Background: an optimization exercise with open tools, aiming at small area, a short achievable clock period and few clock cycles per item. Do not read the settings as production practice. The RTL was checked by simulation tests, not by an equivalence proof against the original design.

==> flow/design.v <==
package apm_pkg;
  localparam int unsigned DataBits   = 32;
  localparam int unsigned RpmBits    = 30;
  localparam int unsigned CfgIdxBits = 2;
  localparam logic [CfgIdxBits-1:0] CfgDebounce    = 2'd0;
  localparam logic [CfgIdxBits-1:0] CfgStopTimeout = 2'd1;
  localparam logic [CfgIdxBits-1:0] CfgSpeedScale  = 2'd2;
  localparam logic OpPulse = 1'b0;
  localparam logic OpPoll  = 1'b1;
  localparam logic [DataBits-1:0] DebounceReset = 32'd40000;
  localparam logic [DataBits-1:0] StopReset     = 32'd3000000;
  localparam logic [DataBits-1:0] ScaleReset    = 32'd558584000;
  localparam logic [DataBits-1:0] RpmQ4Num = 32'd960000000;
  localparam int unsigned     MphNumBits = 18;
  localparam int unsigned     MphDenBits = 17;
  localparam logic [MphNumBits-1:0] MphNum = 18'd223694;
  localparam logic [MphDenBits-1:0] MphDen = 17'd100000;
  localparam int unsigned     ProdBits     = DataBits + MphNumBits;
  localparam int unsigned     MphDigitBits = 4;
  localparam int unsigned     MphSteps     = (ProdBits + MphDigitBits - 1) / MphDigitBits;
  localparam int unsigned     MphQuotBits  = MphSteps * MphDigitBits;
  localparam int unsigned DivSteps = DataBits;
  localparam int unsigned CntBits  = $clog2(DivSteps);
  localparam int unsigned QueueDepth     = 2;
  localparam int unsigned QueuePtrBits   = $clog2(QueueDepth);
  localparam int unsigned QueueCountBits = $clog2(QueueDepth + 1);
  typedef struct packed {
    logic                operation;
    logic [DataBits-1:0] now_us;
  } in_word_t;
  typedef struct packed {
    logic                pulse_accepted;
    logic [DataBits-1:0] revolutions;
    logic [DataBits-1:0] period_us;
    logic [RpmBits-1:0]  rpm_q4;
    logic [DataBits-1:0] speed_mm_per_s;
    logic [DataBits-1:0] speed_milli_mph;
  } out_word_t;
  typedef struct packed {
    logic                pulse_accepted;
    logic [DataBits-1:0] revolutions;
    logic [DataBits-1:0] period_us;
  } job_t;
endpackage
module apm_front (
  input  logic                         clk_i,
  input  logic                         rst_ni,
  input  logic                         in_valid_i,
  output logic                         in_ready_o,
  input  apm_pkg::in_word_t            in_word_i,
  input  logic [apm_pkg::DataBits-1:0] debounce_i,
  input  logic [apm_pkg::DataBits-1:0] stop_timeout_i,
  output logic                         job_valid_o,
  input  logic                         job_ready_i,
  output apm_pkg::job_t                job_o
);
  logic [apm_pkg::DataBits-1:0] last_q, last_d;
  logic [apm_pkg::DataBits-1:0] period_q, period_d;
  logic [apm_pkg::DataBits-1:0] rev_q, rev_d;
  logic [apm_pkg::DataBits-1:0] elapsed;
  logic                         pulse_ok;
  logic                         accept;
  assign in_ready_o  = job_ready_i;
  assign job_valid_o = in_valid_i;
  assign accept      = in_valid_i & job_ready_i;
  assign elapsed     = in_word_i.now_us - last_q;
  always_comb begin
    last_d   = last_q;
    period_d = period_q;
    rev_d    = rev_q;
    pulse_ok = 1'b0;
    case (in_word_i.operation)
      apm_pkg::OpPulse: begin
        if (elapsed >= debounce_i) begin
          pulse_ok = 1'b1;
          if (last_q != '0) begin
            period_d = elapsed;
          end
          last_d = in_word_i.now_us;
          rev_d  = rev_q + 1'b1;
        end
      end
      default: begin
        if ((last_q != '0) && (elapsed > stop_timeout_i)) begin
          period_d = '0;
        end
      end
    endcase
  end
  assign job_o = {pulse_ok, rev_d, period_d};
  always_ff @(posedge clk_i or negedge rst_ni) begin
    if (!rst_ni) begin
      last_q   <= '0;
      period_q <= '0;
      rev_q    <= '0;
    end else if (accept) begin
      last_q   <= last_d;
      period_q <= period_d;
      rev_q    <= rev_d;
    end
  end
endmodule
module apm_queue (
  input  logic          clk_i,
  input  logic          rst_ni,
  input  logic          push_valid_i,
  output logic          push_ready_o,
  input  apm_pkg::job_t push_job_i,
  output logic          pop_valid_o,
  input  logic          pop_ready_i,
  output apm_pkg::job_t pop_job_o
);
  logic [2*apm_pkg::DataBits:0]          mem_q [apm_pkg::QueueDepth];
  logic [apm_pkg::QueuePtrBits-1:0]      wr_ptr_q, rd_ptr_q;
  logic [apm_pkg::QueueCountBits-1:0]    count_q;
  logic                                  push, pop;
  assign push_ready_o = count_q != apm_pkg::QueueCountBits'(apm_pkg::QueueDepth);
  assign pop_valid_o  = count_q != '0;
  assign push         = push_valid_i & push_ready_o;
  assign pop          = pop_valid_o & pop_ready_i;
  assign pop_job_o    = mem_q[rd_ptr_q];
  function automatic logic [apm_pkg::QueuePtrBits-1:0] next_ptr(
    input logic [apm_pkg::QueuePtrBits-1:0] ptr
  );
    next_ptr = (ptr == apm_pkg::QueuePtrBits'(apm_pkg::QueueDepth - 1)) ?
               {apm_pkg::QueuePtrBits{1'b0}} : ptr + 1'b1;
  endfunction
  always_ff @(posedge clk_i) begin
    if (push) begin
      mem_q[wr_ptr_q] <= push_job_i;
    end
  end
  always_ff @(posedge clk_i or negedge rst_ni) begin
    if (!rst_ni) begin
      wr_ptr_q <= '0;
      rd_ptr_q <= '0;
      count_q  <= '0;
    end else begin
      if (push) begin
        wr_ptr_q <= next_ptr(wr_ptr_q);
      end
      if (pop) begin
        rd_ptr_q <= next_ptr(rd_ptr_q);
      end
      if (push && !pop) begin
        count_q <= count_q + 1'b1;
      end else if (pop && !push) begin
        count_q <= count_q - 1'b1;
      end
    end
  end
endmodule
module apm_back (
  input  logic                         clk_i,
  input  logic                         rst_ni,
  input  logic                         job_valid_i,
  output logic                         job_ready_o,
  input  apm_pkg::job_t                job_i,
  input  logic [apm_pkg::DataBits-1:0] speed_scale_i,
  output logic                         out_valid_o,
  input  logic                         out_ready_i,
  output apm_pkg::out_word_t           out_word_o
);
  typedef enum logic [2:0] {
    StIdle,
    StDiv,
    StMul,
    StMph,
    StLoad
  } state_e;
  state_e                              state_q;
  logic [apm_pkg::CntBits-1:0]         cnt_q;
  apm_pkg::job_t                       job_q;
  logic [apm_pkg::DataBits-1:0]        rem_r_q, rem_s_q, quo_r_q, quo_s_q;
  logic [apm_pkg::DataBits-1:0]        mms_q;
  logic [apm_pkg::MphDenBits-1:0]      rem_m_q;
  logic [apm_pkg::MphQuotBits-1:0]     mph_q;
  logic                                out_valid_q;
  apm_pkg::out_word_t                  out_q;
  logic [apm_pkg::DataBits-1:0]        rem_r_d, rem_s_d, quo_r_d, quo_s_d;
  logic [apm_pkg::DataBits:0]          tr_r, tr_s;
  logic [apm_pkg::DataBits:0]          per_ext;
  logic [apm_pkg::DataBits-1:0]        mms;
  logic [apm_pkg::ProdBits-1:0]        prod;
  logic [apm_pkg::MphDenBits-1:0]      rem_m_d;
  logic [apm_pkg::MphQuotBits-1:0]     mph_d;
  logic                                per_zero;
  assign per_zero = job_q.period_us == '0;
  assign per_ext  = {1'b0, job_q.period_us};
  always_comb begin
    tr_r    = {rem_r_q, quo_r_q[apm_pkg::DataBits-1]};
    tr_s    = {rem_s_q, quo_s_q[apm_pkg::DataBits-1]};
    quo_r_d = {quo_r_q[apm_pkg::DataBits-2:0], 1'b0};
    quo_s_d = {quo_s_q[apm_pkg::DataBits-2:0], 1'b0};
    rem_r_d = tr_r[apm_pkg::DataBits-1:0];
    rem_s_d = tr_s[apm_pkg::DataBits-1:0];
    if (tr_r >= per_ext) begin
      rem_r_d    = apm_pkg::DataBits'(tr_r - per_ext);
      quo_r_d[0] = 1'b1;
    end
    if (tr_s >= per_ext) begin
      rem_s_d    = apm_pkg::DataBits'(tr_s - per_ext);
      quo_s_d[0] = 1'b1;
    end
  end
  assign mms  = per_zero ? '0 : quo_s_q;
  assign prod = apm_pkg::ProdBits'(mms) * apm_pkg::ProdBits'(apm_pkg::MphNum);
  always_comb begin
    logic [apm_pkg::MphDenBits:0] t;
    t       = '0;
    rem_m_d = rem_m_q;
    mph_d   = mph_q;
    for (int i = 0; i < apm_pkg::MphDigitBits; i++) begin
      t     = {rem_m_d, mph_d[apm_pkg::MphQuotBits-1]};
      mph_d = {mph_d[apm_pkg::MphQuotBits-2:0], 1'b0};
      if (t >= {1'b0, apm_pkg::MphDen}) begin
        t        = t - {1'b0, apm_pkg::MphDen};
        mph_d[0] = 1'b1;
      end
      rem_m_d = t[apm_pkg::MphDenBits-1:0];
    end
  end
  assign job_ready_o = state_q == StIdle;
  assign out_valid_o = out_valid_q;
  assign out_word_o  = out_q;
  always_ff @(posedge clk_i or negedge rst_ni) begin
    if (!rst_ni) begin
      state_q     <= StIdle;
      cnt_q       <= '0;
      job_q       <= '0;
      rem_r_q     <= '0;
      rem_s_q     <= '0;
      quo_r_q     <= '0;
      quo_s_q     <= '0;
      mms_q       <= '0;
      rem_m_q     <= '0;
      mph_q       <= '0;
      out_valid_q <= 1'b0;
      out_q       <= '0;
    end else begin
      if (out_valid_q && out_ready_i && (state_q != StLoad)) begin
        out_valid_q <= 1'b0;
      end
      unique case (state_q)
        StIdle: begin
          if (job_valid_i) begin
            job_q   <= job_i;
            rem_r_q <= '0;
            rem_s_q <= '0;
            quo_r_q <= apm_pkg::RpmQ4Num;
            quo_s_q <= speed_scale_i;
            cnt_q   <= '0;
            state_q <= StDiv;
          end
        end
        StDiv: begin
          rem_r_q <= rem_r_d;
          rem_s_q <= rem_s_d;
          quo_r_q <= quo_r_d;
          quo_s_q <= quo_s_d;
          cnt_q   <= cnt_q + 1'b1;
          if (cnt_q == apm_pkg::CntBits'(apm_pkg::DivSteps - 1)) begin
            state_q <= StMul;
          end
        end
        StMul: begin
          mms_q   <= mms;
          mph_q   <= apm_pkg::MphQuotBits'(prod);
          rem_m_q <= '0;
          cnt_q   <= '0;
          state_q <= StMph;
        end
        StMph: begin
          rem_m_q <= rem_m_d;
          mph_q   <= mph_d;
          cnt_q   <= cnt_q + 1'b1;
          if (cnt_q == apm_pkg::CntBits'(apm_pkg::MphSteps - 1)) begin
            state_q <= StLoad;
          end
        end
        StLoad: begin
          if (!out_valid_q || out_ready_i) begin
            out_valid_q            <= 1'b1;
            out_q.pulse_accepted   <= job_q.pulse_accepted;
            out_q.revolutions      <= job_q.revolutions;
            out_q.period_us        <= job_q.period_us;
            out_q.rpm_q4           <= per_zero ? '0 : quo_r_q[apm_pkg::RpmBits-1:0];
            out_q.speed_mm_per_s   <= mms_q;
            out_q.speed_milli_mph  <= (|mph_q[apm_pkg::MphQuotBits-1:apm_pkg::DataBits]) ?
                                      '1 : mph_q[apm_pkg::DataBits-1:0];
            state_q                <= StIdle;
          end
        end
        default: state_q <= StIdle;
      endcase
    end
  end
endmodule
module anemometer_period_speed_meter_top (
  input  logic                           clk_i,
  input  logic                           rst_ni,
  input  logic                           in_valid_i,
  output logic                           in_ready_o,
  input  apm_pkg::in_word_t              in_word_i,
  output logic                           out_valid_o,
  input  logic                           out_ready_i,
  output apm_pkg::out_word_t             out_word_o,
  input  logic                           cfg_we_i,
  input  logic [apm_pkg::CfgIdxBits-1:0] cfg_index_i,
  input  logic [apm_pkg::DataBits-1:0]   cfg_data_i
);
  logic [apm_pkg::DataBits-1:0] debounce_q, stop_timeout_q, speed_scale_q;
  logic                         push_valid, push_ready, pop_valid, pop_ready;
  apm_pkg::job_t                push_job, pop_job;
  always_ff @(posedge clk_i or negedge rst_ni) begin
    if (!rst_ni) begin
      debounce_q     <= apm_pkg::DebounceReset;
      stop_timeout_q <= apm_pkg::StopReset;
      speed_scale_q  <= apm_pkg::ScaleReset;
    end else if (cfg_we_i) begin
      unique case (cfg_index_i)
        apm_pkg::CfgDebounce:    debounce_q     <= cfg_data_i;
        apm_pkg::CfgStopTimeout: stop_timeout_q <= cfg_data_i;
        apm_pkg::CfgSpeedScale:  speed_scale_q  <= cfg_data_i;
        default: ;
      endcase
    end
  end
  apm_front u_front (
    .clk_i          (clk_i),
    .rst_ni         (rst_ni),
    .in_valid_i     (in_valid_i),
    .in_ready_o     (in_ready_o),
    .in_word_i      (in_word_i),
    .debounce_i     (debounce_q),
    .stop_timeout_i (stop_timeout_q),
    .job_valid_o    (push_valid),
    .job_ready_i    (push_ready),
    .job_o          (push_job)
  );
  apm_queue u_queue (
    .clk_i        (clk_i),
    .rst_ni       (rst_ni),
    .push_valid_i (push_valid),
    .push_ready_o (push_ready),
    .push_job_i   (push_job),
    .pop_valid_o  (pop_valid),
    .pop_ready_i  (pop_ready),
    .pop_job_o    (pop_job)
  );
  apm_back u_back (
    .clk_i         (clk_i),
    .rst_ni        (rst_ni),
    .job_valid_i   (pop_valid),
    .job_ready_o   (pop_ready),
    .job_i         (pop_job),
    .speed_scale_i (speed_scale_q),
    .out_valid_o   (out_valid_o),
    .out_ready_i   (out_ready_i),
    .out_word_o    (out_word_o)
  );
endmodule
==> flow/run.sh <==
#!/bin/bash
# synth_recipe.tcl (not shown) runs the flow's synth.tcl, then flattens the netlist and writes it again
# the make line also repeats each setting of config.mk as NAME=value (left out here)
make -C /OpenROAD-flow-scripts/flow DESIGN_CONFIG=/design/flow/config.mk WORK_HOME=/design/flow/orfs CLKGATE_MAP_FILE= SYNTH_SCRIPT=/design/flow/synth_recipe.tcl finish
==> flow/config.mk <==
export PLATFORM = sky130hd
export DESIGN_NAME = anemometer_period_speed_meter_top
export DESIGN_NICKNAME = anemometer_period_speed_meter_top
export VERILOG_FILES = /design/flow/design.v
export SDC_FILE = /design/flow/constraint.sdc
export NUM_CORES = 4
export LEC_CHECK = 0
export CAP_MARGIN = 20
export CORE_MARGIN = 2
export CORE_UTILIZATION = 40
export SLEW_MARGIN = 20
==> flow/constraint.sdc <==
create_clock -name core_clock -period 9.0 [get_ports {clk_i}]
set_input_delay 1.8000 -clock core_clock [delete_from_list [all_inputs] [get_ports {clk_i}]]
set_output_delay 1.8000 -clock core_clock [all_outputs]
set_load 0.01 [all_outputs]
==> run notes <==
layout make-up:
cell class / instances / area [sq um]
clock inverters: 51 / 756
well taps: 1650 / 2060
inverters: 512 / 1930
repair buffers: 301 / 2870
multi-input cells: 3690 / 27300
flip-flops and latches: 788 / 20400
diodes: 1 / 2.50
clock buffers: 112 / 2390
fillers: 11800 / 67700
per-layer routing:
metal,part of all wire,wire length (um)
met5,0.000094,13
met4,0.016,2270
met3,0.052,7200
met2,0.45,62100
met1,0.48,66100
through the flow:
step / TNS (ns) / setup slack, ns / utilization
3_5_place_dp: -0.305 / -0.0982 / 0.435
3_3_place_gp: 0 / 0.0505 / 0.435
2_1_floorplan: 0 / 0.980 / -
5_1_grt: 0 / 0.0401 / 0.460
4_1_cts: 0 / 0.272 / 0.460
6_report: 0 / 0.676 / 0.460
layout by cell type (no fill, tap or decap), types with 45 or more instances in the layout:
| cell type | n |
|---|---|
| nor2_1 | 252 |
| a21o_1 | 64 |
| dfrtp_1 | 632 |
| inv_1 | 508 |
| buf_4 | 67 |
| ha_1 | 320 |
| a31oi_1 | 51 |
| mux2i_1 | 139 |
| xor2_1 | 114 |
| clkdlybuf4s50_1 | 231 |
| xnor2_1 | 171 |
| fa_1 | 214 |
| a22o_1 | 45 |
| nor3_1 | 74 |
| mux2_2 | 98 |
| edfxtp_1 | 130 |
| clkbuf_16 | 90 |
| nand3_1 | 77 |
| nand2_1 | 833 |
| o21ai_0 | 456 |
| nand4_1 | 48 |
| a21oi_1 | 146 |
sequential cells by signal (all words and copies together) (netlist names), 2 cells and up:
name,flops
u_back.out_q,159
u_queue.mem_q,130
u_back.job_q,65
u_back.mph_q,52
debounce_q,32
speed_scale_q,32
stop_timeout_q,32
u_back.mms_q,32
u_back.quo_r_q,32
u_back.quo_s_q,32
u_back.rem_r_q,32
u_back.rem_s_q,32
u_front.last_q,32
u_front.period_q,32
u_front.rev_q,32
u_back.rem_m_q,17
u_back.cnt_q,5
u_back.state_q,3
u_queue.count_q,2
worst paths after layout:
path,to,slack (ns),cells past startpoint
worst min-delay path,u_back.out_q[38],0.46,2
min in group asynchronous,u_back.out_q[112],1.00,1
worst max register to register,u_back.mph_q[48],0.68,30
worst max-delay path,u_back.mph_q[48],0.68,30
max in group asynchronous,speed_scale_q[26],6.01,3
worst min register to register,u_back.out_q[38],0.46,2
worst min-delay path: stages, from the launching register on:
cell and delay [ns]:
dfrtp_1 0.34, nand2_1 0.05, nand2_1 0.05
cells by family after synthesis:
group	count (synthesis)	share of synthesized area
adders and majority gates	534	0.164
and+or+nand+nor	1530	0.134
AOI/OAI and AO/OA	1103	0.142
DFF	788	0.405
buffers and inverters	746	0.0562
muxes	237	0.0495
xor gates and xnor gates	286	0.0498
==> summary.md <==
| Metric | Value |
|---|---|
| Total CTS buffers | `89` |
| Ys async rst share | `0.835` |
| Die area | `roughly 130000 sq um` |
| Cell row count | `130` |
| Clk sinks | `slightly below 800` |
| Type of the tightest min-delay check | `reg -> reg` |
| First drt pass iteration count | `6` |
| Max Clk Rate | `120 MHz` |
| Placed instance count | `between 6000 and 7000` |
| Routed len/inst | `19.4 um` |
| CP most frequent cell | `ha_1` |
| Worst-Margin Slew | `~1.1 ns` |
| H-tree levels | `3` |
| Routability congestion estimate from global placement | `a little over 0.9` |
| Final max-slew violation count | `0` |
| Critical path class | `reg -> reg` |
| Largest net degree at the start of global routing | `roughly 160` |
| Hold-fix buffers at CTS | `0` |
| Status | `timing/DRC/antenna clean` |
| CP top delay family | `compound AO/OA/AOI/OAI gates` |
| Postcts setup bufs | `0` |
| RR Startpoint | `u_back.job_q[5]` |
| Synthesized area per cell | `around 9.7 sq um` |
| Layout area overhead | `14.5%` |
| GRT Max-Usage Layer | `met2` |
| Maxcap violations | `0` |
| Max clock buf depth | `3` |
| Layout cells sized above 1 | `0.0741` |
| Worst hold slack | `approximately 0.46 ns` |
| Total wire length | `around 140000 um` |
| Post-synth cell types | `between 100 and 150` |
| Largest area contributor in the netlist | `dfrtp_1` |
| Die width | `roughly 360 um` |
| Final Setup Violations | `0` |
| Synth area leaders | `dfrtp_1, fa_1, ha_1` |
| Root Buffer | `clkbuf_16` |
| Post-synth EDFFs | `130` |
| Most numerous cell in the Yosys netlist | `nand2_1` |
| CP max stage cell | `a2111oi_1` |
| Met1 GRT Util | `0.313` |
| Design area | `just under 60000 sq um` |
| Critical path arrival | `~9 ns` |
| Crit path largest cell delay | `0.56 ns` |
| Non-Filler Instances | `slightly above 7000` |
| CP startpoint kind | `flop` |
| Via Count | `37900` |
| Sequential area share after synthesis | `0.405` |
| GRT Util Overall | `0.212` |
| GRT overflow | `0` |
| DP Area | `between 50000 and 60000 sq um` |
| Slew Limit Headroom | `0.259` |
| CTS resizes | `0` |
| Initial Util | `0.402` |
| Min-delay src | `u_back.mms_q[6]` |
| Skew final | `around 0.054 ns` |
| Synth Register Bits | `between 700 and 800` |
| First-pass GRT wire length | `217000 um` |
| Period utilisation layout | `0.925` |
| Top cells by count, synth | `nand2_1, dfrtp_1, inv_1` |
| Final net count | `5988` |
| WP buf/inv | `3` |
| Remaining antenna violation count | `0` |
| Synthesized instance count | `5224` |
| Number of vias per cell | `roughly 5.3` |
| IO Port Bufs | `around 230` |
| CP endpoint kind | `flop` |
| Minimum clock period | `8.32 ns` |
| Die Ht | `approximately 360 um` |
| RSZ-0062 raised after global routing | `no` |
| DRT iter0 DRCs | `2877` |
| Skew-Pair Late Insertion Delay | `0.72 ns` |
| Post-Syn Area | `50400 sq um` |
| Critical path origin | `u_back.job_q[5]` |
| Clk pin slew, worst setup/hold paths | `approximately 0.06 ns` |
| Dominant synthesized flop cell | `dfrtp_1` |
| Final Hold Viols | `0` |
| Met2 GRT Util | `0.330` |
| Yosys warning count | `4` |
| Synth top area share | `0.314` |
| Worst Path Required | `between 9 and 10 ns` |
| Synth Net Count | `5830` |
| Initial antenna violation count | `5` |
| Core area | `between 100000 and 150000 sq um` |
| Number of global-route vias before repair | `37000` |
| CTS tree | `yes` |
| Crit-path max FO | `32` |
| # DRC | `0` |
| Met3 Usage GRT | `0.0302` |
| # IOs | `between 200 and 250` |
| HPWL Detailed | `roughly 100000 um` |
Testbench counts, summed over its fixed seeds: cycles 92,176, items 1,920.

[re-timing with driven ports]
In the flow no input, the clock included, has a driving cell. The finished layout below was timed again as built, in two steps.
Step 1 sets driving cells, clkbuf_16 on the clock port and buf_2 on the other inputs (assumed; they add their load-dependent delay and slew).
Step 2 also shifts input and output timing later by t, the mid clock arrival at the registers, as if the neighbouring blocks saw the same clock.
Three values: no drivers, after step 1, after step 2; two values: the first two.
t, ns: 0.773
setup slack, ns: 0.676 / 0.676 / 0.238
worst setup path at the end: input to register
pins driven straight from the clock port: 1
After both steps this run still meets setup and hold. For this run, drivers alone change the setup slack by 0.000 ns; drivers and shift together by -0.438 ns.
